What follows belongs to an exercise in optimizing a design on an open flow for small area, a short achievable clock period and few clock cycles per item; a production flow would make more cautious choices. Function was checked by simulation only, so behaviour that the tests miss may differ from the original. Power and IR drop assume default switching activity.

Setup of run A:
==> flow/design.v (excerpt) <==
module linked_piece_set_table (
    input  logic        clk,
    input  logic        rst_n,
    input  logic        s_tvalid,
    output logic        s_tready,
    input  logic [15:0] s_tdata,
    output logic        m_tvalid,
    input  logic        m_tready,
    output logic [7:0]  m_tdata
);
    localparam int N = 32;
    logic [13:0]  key_q [N];
    logic [N-1:0] valid_q;
    logic [N-1:0] valid_d;
    logic         i_valid;
    logic [1:0]   i_cmd;
    logic [N-1:0] i_match;
    logic [2:0]   qv;           
    logic [6:0]   qd [3];
    logic         rdy_q;
    logic         accept;
    logic         pop;
    assign accept   = s_tvalid && rdy_q;
    assign pop      = qv[0] && m_tready;
    assign s_tready = rdy_q;
    always_ff @(posedge clk or negedge rst_n)
    begin
        if (!rst_n)
            i_valid <= 1'b0;
        else
            i_valid <= accept;
    end
    always_ff @(posedge clk)
  ...
Settings: LEC_CHECK=0, CAP_MARGIN=20, CORE_MARGIN=2, CORE_UTILIZATION=50, CTS_CLUSTER_DIAMETER=100, CTS_CLUSTER_SIZE=30, PLACE_DENSITY=0.75, SETUP_SLACK_MARGIN=4.1, SLEW_MARGIN=20, TNS_END_PERCENT=10; clock period 6.5 ns.
run.sh (not shown) runs the stock make flow with config.mk's settings and CLKGATE_MAP_FILE= SYNTH_SCRIPT=/design/flow/synth_recipe.tcl, a recipe that flattens the netlist after the stock synthesis.
Run A finished end to end and its layout was clean on timing, DRC and antenna.
Testbench counts of run A, summed over its fixed seeds: cycles 24,016, items 24,000.
### run A -> run B
# run A
export LEC_CHECK = 0
export CAP_MARGIN = 20
export CORE_MARGIN = 2
export CORE_UTILIZATION = 50
export CTS_CLUSTER_DIAMETER = 100
export CTS_CLUSTER_SIZE = 30
export PLACE_DENSITY = 0.75
export SETUP_SLACK_MARGIN = 4.1
export SLEW_MARGIN = 20
export TNS_END_PERCENT = 10
create_clock -name core_clock -period 6.5 [get_ports {clk}]
# run B
export LEC_CHECK = 0
export CAP_MARGIN = 20
export CORE_MARGIN = 2
export CORE_UTILIZATION = 40
export CTS_CLUSTER_DIAMETER = 100
export CTS_CLUSTER_SIZE = 30
export SETUP_SLACK_MARGIN = 4.1
export SLEW_MARGIN = 20
create_clock -name core_clock -period 6.5 [get_ports {clk}]
==> run notes <==
When run B is measured against run A, its total routing resource utilization after global routing turns out 2.3 points lower.
Re post-placement cell area: run B and run A aren't equal, and the lower value belongs to run A.
Between run A and run B, combinational power increased.
Going from run A to run B, final period demand of the worst path now sits higher, post-route met1 wirelength now sits higher, post-route worst setup slack now sits lower, total power now sits higher, internal power contribution now sits higher.
Relative to run A, clock tree buffer count of the final layout has decreased by 8.1% in run B.
diff inputs: run B => run C
# run B
export LEC_CHECK = 0
export CAP_MARGIN = 20
export CORE_MARGIN = 2
export CORE_UTILIZATION = 40
export CTS_CLUSTER_DIAMETER = 100
export CTS_CLUSTER_SIZE = 30
export SETUP_SLACK_MARGIN = 4.1
export SLEW_MARGIN = 20
create_clock -name core_clock -period 6.5 [get_ports {clk}]
# run C
export LEC_CHECK = 0
export ABC_AREA = 1
export CAP_MARGIN = 20
export CORE_MARGIN = 2
export CORE_UTILIZATION = 40
export SETUP_SLACK_MARGIN = 4.0
export SLEW_MARGIN = 20
create_clock -name core_clock -period 6.5 [get_ports {clk}]
Notes after the runs:
- Run C finished end to end and its layout was clean on timing, DRC and antenna.
- Run B finished all stages; the layout is clean.
- On run C: final instance area is about 7% higher than what run B gave.
- When run C is set beside run B, its slew of the pin with the lowest slew margin turns out to be 0.20 ns larger.
- Comparing global-route usage for run C and run B, the bigger number came from run C.
- In the metrics for run C and run B, the one carrying the higher mapped cell area is run C.
- Run C vs run B, routability-driven placement congestion ratio went down by 0.048.

========
indigo:
linked_piece_set_table, a different RTL version from the one above (not shown whole).
Size: ~540 flip-flops, ~30 I/O pins, about 23,000 µm² of cells after synthesis.
make LEC_CHECK=0 CAP_MARGIN=20 CORE_MARGIN=2 CORE_UTILIZATION=50 CTS_CLUSTER_DIAMETER=100 CTS_CLUSTER_SIZE=30 PLACE_DENSITY=0.75 SETUP_SLACK_MARGIN=4.15 SLEW_MARGIN=20 TNS_END_PERCENT=10 finish   # period 6.5 ns
indigo finished all stages; the layout is clean.
Testbench counts of indigo, summed over its fixed seeds: cycles 24,016, items 24,000.
Here is what was changed in the inputs of onyx compared with indigo.
- PLACE_DENSITY changed from 0.75 to 0.7
- CORE_UTILIZATION changed from 50 to 45
- SETUP_SLACK_MARGIN changed from 4.15 to 4.1
==> comparison <==
Relative area change from synthesis to final layout ends up lower on onyx. The final reports for onyx and indigo show shortest clock period the worst path allows after layout higher in the former. Side by side, die area turned out higher in onyx than in indigo. Post-route fraction of the period consumed by the critical path in onyx vs indigo: up 0.27 points. The higher switching portion of total power came out of onyx. Max share of final layout cell area taken by non-clock buffers across indigo and onyx: indigo. Maximum achievable frequency ended up 0.72% lower on onyx than on indigo. Between onyx and indigo, it is onyx whose count of buffers added by post-CTS timing repair for setup is higher, by 3. Max-slew headroom at the worst pin across indigo and onyx: no real change.
Here is what was changed in the inputs of yarrow compared with onyx.
- swapping 0.7 for 0.75 in PLACE_DENSITY
- swapping 45 for 50 in CORE_UTILIZATION
Findings:
Both conditions hold for yarrow: the flow ran to the end and the final layout passed the timing, design-rule and antenna checks. onyx went all the way through the flow, and no timing, DRC or antenna check failed. yarrow vs onyx — sequential share of power dropped 0.3 points. Diff onyx -> yarrow | total length of routed met3 wires | increase of 3.0%. Relative to onyx, placement-stage worst setup slack increased by 130 ps in yarrow.
Inputs modified between yarrow and ember:
- PLACE_DENSITY: 0.75 -> unset
- CORE_UTILIZATION: 50 -> 40
### Flow results
All of ember and yarrow finish clean.
Status: worst hold slack parity (yarrow, ember)
Lower share of the clock period used by the worst path after layout was reported by yarrow, not ember.
yarrow → ember: amount of wire on met3 after detailed routing moved down; required arrival time at the worst endpoint level; sequential share of layout area moved down.
Compared with yarrow, ember instantiates a larger number of cells.
Compared with yarrow, ember supports a lower clock frequency.
Weighted congestion at the end of routability-driven global placement was higher in the run labelled yarrow.
ember ends up with a post-layout minimum cycle time that is 110 ps higher than in yarrow.

-- separate check: timing with driven ports --
How much do the figures lean on ideal ports? The routed layouts below were timed once more, with nothing changed but the port constraints.
Step 1 assumes that a clkbuf_16 drives the clock port and a buf_2 every other input.
Step 2 moves the port delays by t, midway between the first and last clock arrival at a register: inputs arrive t later, outputs are due t later. That takes back most of the time a late clock gives input paths.
Slacks: no drivers / after step 1 / after step 2; pairs: no drivers / after step 1.
run	t (ns)	slack for setup (ns)	hold WS [ns]	cell pins on the clock port's net
run A	0.616	4.011 / 3.961 / 3.531	0.481 / 0.481 / 0.481	1
run B	0.631	3.952 / 3.952 / 3.529	0.472 / 0.472 / 0.472	1
run C	0.669	3.981 / 3.981 / 3.396	0.456 / 0.456 / 0.456	1
indigo	0.621	4.092 / 4.036 / 3.577	0.476 / 0.476 / 0.476	1
onyx	0.625	4.075 / 4.022 / 3.549	0.472 / 0.472 / 0.472	1
yarrow	0.623	4.058 / 4.002 / 3.521	0.473 / 0.473 / 0.473	1
ember	0.651	3.949 / 3.889 / 3.394	0.472 / 0.472 / 0.472	1
After both steps every run listed still meets setup and hold. The setup slack of run C, which loses most, moves by 0.000 ns with the drivers and by -0.585 ns with both steps.
